Context: an optimization exercise on an open-source flow, tuned for small area and few clock cycles. The choices shown serve that exercise and are no tape-out recipe.
In this exercise RTL edits were held to simulation tests only and were not proved equivalent to the original.
Power is estimated from default activity; no workload was simulated.

==> flow/config.mk <==
export PLATFORM = sky130hd
export DESIGN_NAME = stepper_shift_frame_composer
export DESIGN_NICKNAME = stepper_shift_frame_composer
export VERILOG_FILES = /design/flow/design.v
export SDC_FILE = /design/flow/constraint.sdc
export NUM_CORES = 4
export LEC_CHECK = 0
export CAP_MARGIN = 20
export CORE_MARGIN = 2
export CORE_UTILIZATION = 40
export SLEW_MARGIN = 20
==> flow/constraint.sdc <==
create_clock -name core_clock -period 5.0 [get_ports {clk}]
set_input_delay 1.0000 -clock core_clock [delete_from_list [all_inputs] [get_ports {clk}]]
set_output_delay 1.0000 -clock core_clock [all_outputs]
set_load 0.01 [all_outputs]
==> flow/design.v <==
package sfc_pkg;
	localparam int NUM_MOTORS_DEF = 64;
	localparam int MOTOR_W = 6;
	localparam int CMD_W = 3;
	localparam int WORD_W = 64;
	localparam int WIDX_W = 2;
	localparam int STORE_BITS = 192;
	localparam int FRAME_CNT_W = 3;
	localparam logic [WORD_W-1:0] MASK_RESET = 64'hFFFF_FFFF_FFFF_0000;
	localparam logic KIND_FULL = 1'b0;
	localparam logic KIND_NOCLK = 1'b1;
	typedef enum logic [CMD_W-1:0] {
		CMD_STORE = 3'd0,
		CMD_CLR_ONE = 3'd1,
		CMD_CLR_ALL = 3'd2,
		CMD_SEND = 3'd3,
		CMD_SEND_AUTO = 3'd4,
		CMD_SEND_CHG = 3'd5,
		CMD_SEND_CHG_AUTO = 3'd6
	} cmd_t;
	typedef enum logic {
		ST_IDLE,
		ST_EMIT
	} state_t;
	typedef struct packed {
		logic store;
		logic clr_one;
		logic clr_all;
		logic sent_full;
		logic sent_noclk;
		logic sel_noclk;
		logic [WIDX_W-1:0] word_idx;
	} dp_cmd_t;
	typedef struct packed {
		logic rise;
		logic changed;
	} dp_sts_t;
endpackage
module stepper_shift_frame_composer #(
	parameter int NUM_MOTORS = sfc_pkg::NUM_MOTORS_DEF
) (
	input  logic                          clk,
	input  logic                          arst_n,
	input  logic                          cmd_valid,
	output logic                          cmd_ready,
	input  logic [sfc_pkg::CMD_W-1:0]     cmd_command,
	input  logic [sfc_pkg::MOTOR_W-1:0]   cmd_motor_index,
	input  logic                          cmd_clk_bit,
	input  logic                          cmd_dir_bit,
	input  logic                          cmd_stby_bit,
	output logic                          frame_valid,
	input  logic                          frame_ready,
	output logic [sfc_pkg::WORD_W-1:0]    frame_word,
	output logic [sfc_pkg::WIDX_W-1:0]    frame_word_index,
	output logic                          frame_end_of_frame,
	output logic                          frame_last,
	input  logic                          cfg_valid,
	output logic                          cfg_ready,
	input  logic [sfc_pkg::WORD_W-1:0]    cfg_data
);
	localparam int M = 64;
	localparam logic [1:0] P_F    = 2'd0;
	localparam logic [1:0] P_FN   = 2'd1;
	localparam logic [1:0] P_NFFN = 2'd2;
	localparam logic [1:0] P_NFN  = 2'd3;
	logic [M-1:0] c_clk, c_dir, c_stb;
	logic [M-1:0] s_clk, s_dir, s_stb;
	logic         s_nc;
	logic [M-1:0] mask_q;
	logic [1:0]   init_q;
	logic         busy_q;
	logic [1:0]   word_q;
	logic [1:0]   frm_q;
	logic [1:0]   plan_q;
	logic changed, rise, go, auto_cmd, acc, start, last_frame, last_xfer, nc_sel;
	logic is_store, is_clr1, is_clrall;
	logic [1:0] plan_d;
	logic dir_eff;
	assign cfg_ready = 1'b1;
	assign changed = |(c_dir ^ s_dir) | |(c_stb ^ s_stb) | |(c_clk ^ (s_clk & ~{M{s_nc}}));
	assign rise = |(c_stb & ~s_stb);
	assign is_store  = (cmd_command == sfc_pkg::CMD_STORE);
	assign is_clr1   = (cmd_command == sfc_pkg::CMD_CLR_ONE);
	assign is_clrall = (cmd_command == sfc_pkg::CMD_CLR_ALL);
	assign auto_cmd  = (cmd_command == sfc_pkg::CMD_SEND_AUTO) || (cmd_command == sfc_pkg::CMD_SEND_CHG_AUTO);
	always_comb begin
		case (cmd_command)
			sfc_pkg::CMD_SEND, sfc_pkg::CMD_SEND_AUTO: go = 1'b1;
			sfc_pkg::CMD_SEND_CHG, sfc_pkg::CMD_SEND_CHG_AUTO: go = changed;
			default: go = 1'b0;
		endcase
		if (!auto_cmd) plan_d = P_F;
		else if (!rise) plan_d = P_FN;
		else if (cmd_command == sfc_pkg::CMD_SEND_AUTO) plan_d = P_NFFN;
		else plan_d = P_NFN;
	end
	always_comb begin
		case (plan_q)
			P_F:    begin last_frame = (frm_q == 2'd0); nc_sel = 1'b0; end
			P_FN:   begin last_frame = (frm_q == 2'd1); nc_sel = (frm_q == 2'd1); end
			P_NFFN: begin last_frame = (frm_q == 2'd3); nc_sel = (frm_q == 2'd0) || (frm_q == 2'd3); end
			default: begin last_frame = (frm_q == 2'd2); nc_sel = (frm_q == 2'd0) || (frm_q == 2'd2); end
		endcase
	end
	assign last_xfer = busy_q && frame_ready && (word_q == 2'd2) && last_frame;
	assign cmd_ready = (init_q == 2'd0) && (!busy_q || !go || last_xfer);
	assign acc = cmd_valid && cmd_ready;
	assign start = acc && go;
	assign frame_valid = busy_q;
	assign frame_word_index = word_q;
	assign frame_end_of_frame = (word_q == 2'd2);
	assign frame_last = (word_q == 2'd2) && last_frame;
	assign dir_eff = cmd_dir_bit ^ mask_q[cmd_motor_index];
	always_ff @(posedge clk) begin
		for (int k = 0; k < M; k++) begin
			if (init_q == 2'd2) begin
				c_clk[k] <= 1'b0;
				c_dir[k] <= 1'b0;
				c_stb[k] <= 1'b0;
			end else if (acc && cmd_motor_index == 6'(k) && is_store) begin
				c_clk[k] <= cmd_clk_bit;
				c_dir[k] <= dir_eff;
				c_stb[k] <= cmd_stby_bit;
			end else if ((acc && cmd_motor_index == 6'(k) && is_clr1) || (acc && is_clrall)) begin
				c_clk[k] <= 1'b0;
				c_stb[k] <= 1'b0;
			end
		end
	end
	always_ff @(posedge clk) begin
		if (start || init_q == 2'd1) begin
			s_clk <= c_clk;
			s_dir <= c_dir;
			s_stb <= c_stb;
		end
	end
	always_ff @(posedge clk or negedge arst_n) begin
		if (!arst_n) begin
			init_q <= 2'd2;
			s_nc <= 1'b0;
			mask_q <= sfc_pkg::MASK_RESET;
			busy_q <= 1'b0;
			word_q <= 2'd0;
			frm_q <= 2'd0;
			plan_q <= P_F;
		end else begin
			if (init_q != 2'd0) init_q <= init_q - 2'd1;
			if (init_q == 2'd1) s_nc <= 1'b0;
			else if (start) s_nc <= auto_cmd;
			if (cfg_valid) mask_q <= cfg_data;
			if (start) begin
				busy_q <= 1'b1;
				word_q <= 2'd0;
				frm_q <= 2'd0;
				plan_q <= plan_d;
			end else begin
				if (last_xfer) busy_q <= 1'b0;
				if (busy_q && frame_ready) begin
					if (word_q == 2'd2) begin
						word_q <= 2'd0;
						frm_q <= frm_q + 2'd1;
					end else begin
						word_q <= word_q + 2'd1;
					end
				end
			end
		end
	end
	always_comb begin
		for (int j = 0; j < 64; j++) begin
			frame_word[63-j] = 1'b0;
			for (int w = 0; w < 3; w++) begin
				if (word_q == 2'(w)) begin
					case ((64*w + j) % 3)
						0: frame_word[63-j] = s_clk[(64*w + j) / 3] & ~nc_sel;
						1: frame_word[63-j] = s_dir[(64*w + j) / 3];
						default: frame_word[63-j] = s_stb[(64*w + j) / 3];
					endcase
				end
			end
		end
	end
endmodule
==> flow/run.sh <==
#!/bin/bash
# synth_recipe.tcl (not shown) runs the flow's synth.tcl, then flattens the netlist and writes it again
# the make line also repeats each setting of config.mk as NAME=value (left out here)
make -C /OpenROAD-flow-scripts/flow DESIGN_CONFIG=/design/flow/config.mk WORK_HOME=/design/flow/orfs CLKGATE_MAP_FILE= SYNTH_SCRIPT=/design/flow/synth_recipe.tcl finish
==> impl_metrics.ini <==
[floorplan]
initial_utilization_pct = 40.3
io-pin-count = 152
horizontal_die_dimension_um = 237
die_y_um = 237
floorplan.die_area_sq_um = 56000
floorplan.rows = 85
core_sq_um = 53700

[placed_design]
port_buffers = 150
detailedPlacementHpwl_mm = 61.7
dp_worst_setup_slack_ns = 0.371
dpl_cell_area_sq_um = 24100
routabilityCongestion = 1.02

[sta]
period_share_pct = 97.9
setup_violations = 0
time_the_final_worst_path_needs_with_i_o_delays_and_setup_ns = 4.89
timing.fmax_mhz = 204
final-max-slew-violation-count = 0
report.final.hold_viol_count = 0
timing.clock.skew_ns = 0.0302
worst-slew-pin-transition_ns = 1.30
fin_tns_setup_ns = 0
max_slew_margin_pct = 12.6
fin_ws_ns = 0.107
rsz0062_at_grt = no

[power]
p_seq_share_pct = 39.8
proportion_of_total_power_due_to_net_switching_pct = 32.5
net-switching-power_uw = 3670
internal_power_uw = 7620
vdd_ir_drop_max_mv = 0.236
clock_share_of_power_pct = 33.3
leakage_uw = 0.00956
power.combinational.fraction_pct = 26.9
power.density_cell_area_nw_per_um2 = 436

[worst_setup_path]
critPathLaunch = s_nc
critical_path.reg2reg.startpoint = s_nc
worstSetupEndpointType = primary output
crit_type = flop to primary output
critical_path.startpoint_type = flop
worstPathRequired_ns = 4.00
crit_fanout = 11
arrival_ns = 3.89

[yosys]
ys.flop_type = edfxtp_1
synth_area_sq_um = 21700
syn_nets = 2249
synth_sequential_area_ratio_pct = 53.2
asyncSetResetFlopFracSynth_pct = 16.2
synth_enable_flop_cells = 192
postSynthRegisterBits = 458
yosys_warnings = 1
synthCells = 2097
syn_area_per_cell_sq_um = 10.3
netlist-cell-type-count = 64

[final_layout]
fillCellCount = 4945
final_core_utilization_pct = 48.2
final_design_area_no_fill_sq_um = 25900
post_route_cells_drive_above_1_share_pct = 14.2
area.sequential_sq_um = 11500
fin_nets = 2380
area_delta_synth_final_pct = 19.7
area_of_the_multi_input_gates_sq_um = 9200
antenna-diode-count = 0

[global_routing]
grt_overflow = 0
grt_start_max_net_pins = 84
number_of_antenna_violations_at_the_first_check_in_global_routing = 2
first_global_vias = 17408
grt_use_total_pct = 30.3
grt_first_pass_wirelength_mm = 123

[route]
met2RoutedLength_mm = 36.7
antenna_violating_nets_post_route = 0
vias = 18330
drt-wirelength-per-cell_um = 29.0
drc = 0
routed.top_layer = met5
routed-wl-met3_mm = 9.91
routed_wl_mm = 86.0
drt_first_iter_violations = 2500
dr.pass1.iters = 6
routedLengthMet1_mm = 35.2
routed_vias_inst = 6.18

[clock_tree]
cts-hold-fix-buffers = 0
clk_root_buffer_cell = clkbuf_16
cts-buffers-inserted = 50
source_to_sink_clock_delay_at_the_later_pin_of_the_worst_skew_pair_ns = 0.61
cts.clk_slew.worst_paths_ns = 0.06
clkSinkCount = 458
cts_tree = built
cts_buffer_depth = 3
level_count_of_the_clock_h_tree = 2

[outcome]
outcome = finished clean

[worst_hold_path]
timing.hold.worst.start = c_dir[19]
hold_path_class = flop to flop

[flow_run]
timing.max_cap.violations = 0
## layout by cell type (no fill, tap or decap), types with 8 or more instances in the layout
cell,count
nor2_1,288
dfxtp_1,192
edfxtp_1,192
o21ai_0,151
clkdlybuf4s50_1,147
a22oi_1,132
inv_1,124
nand2_1,113
a21oi_1,100
ha_1,70
buf_4,70
mux2_2,65
a311oi_1,64
clkbuf_16,52
dfstp_2,49
a31oi_1,35
xnor2_1,30
nand4_1,28
nand2b_1,27
xor2_1,24
mux2i_1,23
nor4_1,22
dfrtp_1,22
mux4_2,21
nor2b_1,19
clkbuf_1,19
o22ai_1,18
nand3_1,14
nor4bb_1,13
clkbuf_8,10
buf_12,8
## cell type report
cell class / instances / share of cell area (%)
clock buffer: 81 / 5.83
clock inverter: 13 / 0.551
inverter: 125 / 1.81
multi-input combinational: 1364 / 35.5
sequential: 458 / 44.5
tap: 696 / 3.36
timing repair buffer: 229 / 8.43
## what timing repair did
action | in CTS | in global routing
setup endpoints to repair | 1 | 1
gates resized for setup | 9 | 10
pin swaps | 2 | 4
setup buffers | 3 | 0
## through the flow
stage | total power, uW | std cells | hold WS, ns
3_3_place_gp | 7510 | 2868 | 0.443
5_1_grt | 11600 | 2966 | 0.473
6_report | 11300 | 2966 | 0.458
3_5_place_dp | 7520 | 2868 | 0.444
4_1_cts | 11300 | 2965 | 0.457
2_1_floorplan | 5860 | 2097 | 0.431
## synthesized netlist by cell type (18+ instances only)
cell / number / area, sq um
ha_1: 71 / 888
edfxtp_1: 192 / 5770
a22oi_1: 132 / 991
a311oi_1: 64 / 561
o21ai_0: 152 / 761
mux4_2: 21 / 473
o22ai_1: 18 / 113
nor4_1: 25 / 156
mux2_2: 65 / 732
dfxtp_1: 192 / 3840
xnor2_1: 30 / 263
mux2i_1: 23 / 230
dfrtp_1: 25 / 626
a21oi_1: 101 / 505
nand2b_1: 27 / 169
nor2_1: 288 / 1080
nand4_1: 28 / 175
dfstp_2: 49 / 1290
nor2b_1: 20 / 125
nand2_1: 113 / 424
clkbuf_1: 130 / 488
xor2_1: 24 / 210
a31oi_1: 35 / 219
inv_1: 124 / 465
## layer usage
layer,up-vias,GRT usage [%]
met4,4,12.9
li1,7930,-
met3,227,7.25
met1,8969,42.5
met2,1200,44.7
met5,-,0
## flip-flops by register name (all words and copies together) (netlist names), 64 cells and up
| signal | count |
|---|---|
| c_clk | 64 |
| c_dir | 64 |
| c_stb | 64 |
| mask_q | 64 |
| s_clk | 64 |
| s_dir | 64 |
| s_stb | 64 |
## kinds of logic (layout without fill, tap and decap cells)
group	after synthesis	after routing	share of synthesized area (%)
compound gates	550	550	16.5
xor+xnor	55	55	2.31
fa+ha+maj	71	71	4.10
buf+inv	275	448	4.93
flops	458	458	53.2
mux	109	109	6.63
other cells	1	1	0.0173
simple gates	578	578	12.3
## worst max-delay path: stages, from the launching register on
cell	delay [ns]
dfrtp_4	0.55
buf_6	0.19
buf_4	0.18
nand2b_1	0.15
a21oi_2	0.18
nand4_1	0.24
nor4b_4	0.40
buf_4	0.17
nand4_1	0.12
nor4_2	0.24
buf_4	0.17
o211a_1	0.16
clkdlybuf4s50_1	0.54
## final timing paths
| kind | to | slack [ns] | cells after the start |
|---|---|---|---|
| min in group asynchronous | init_q[0] | 0.52 | 1 |
| hold reg to reg | s_dir[19] | 0.46 | 0 |
| max in group asynchronous | mask_q[38] | 3.48 | 2 |
| setup / recovery | cmd_ready | 0.11 | 12 |
| hold / removal | s_dir[19] | 0.46 | 0 |
| setup reg to reg | s_stb[10] | 0.75 | 10 |
## power groups by stage
stage                     clock [uW]  combinational [uW]  sequential (uW)
after floorplan                    0                1410             4450
after global placement             0                2960             4560
after detailed placement           0                2950             4560
after CTS                       3780                3000             4480
after global routing            3920                3180             4520
final                           3760                3040             4490
Testbench counts, summed over its fixed seeds: cycles 9,728.

port drivers added, routing unchanged:
How much do the figures lean on ideal ports? The routed layout below was timed once more, with nothing changed but the port constraints. Step 1 (the two cells are an assumption about what drives the block):
set clk [get_ports {clk}]
set_driving_cell -lib_cell sky130_fd_sc_hd__clkbuf_16 $clk
set_driving_cell -lib_cell sky130_fd_sc_hd__buf_2 [delete_from_list [all_inputs] $clk]
Step 2 also shifts input and output timing later by t, the mid clock arrival at the registers, as if the neighbouring blocks saw the same clock. Slacks: ideal / step 1 / step 2; pairs: ideal / step 1.
t (ns): 0.658
setup WS [ns]: 0.107 / 0.046 / 0.397
worst setup path at the end: input to register
worst slew at a driven data input, ns: 0.05
After both steps setup and hold are still met in this run. The setup slack of this run moves by -0.061 ns with the drivers and by +0.290 ns with both steps.
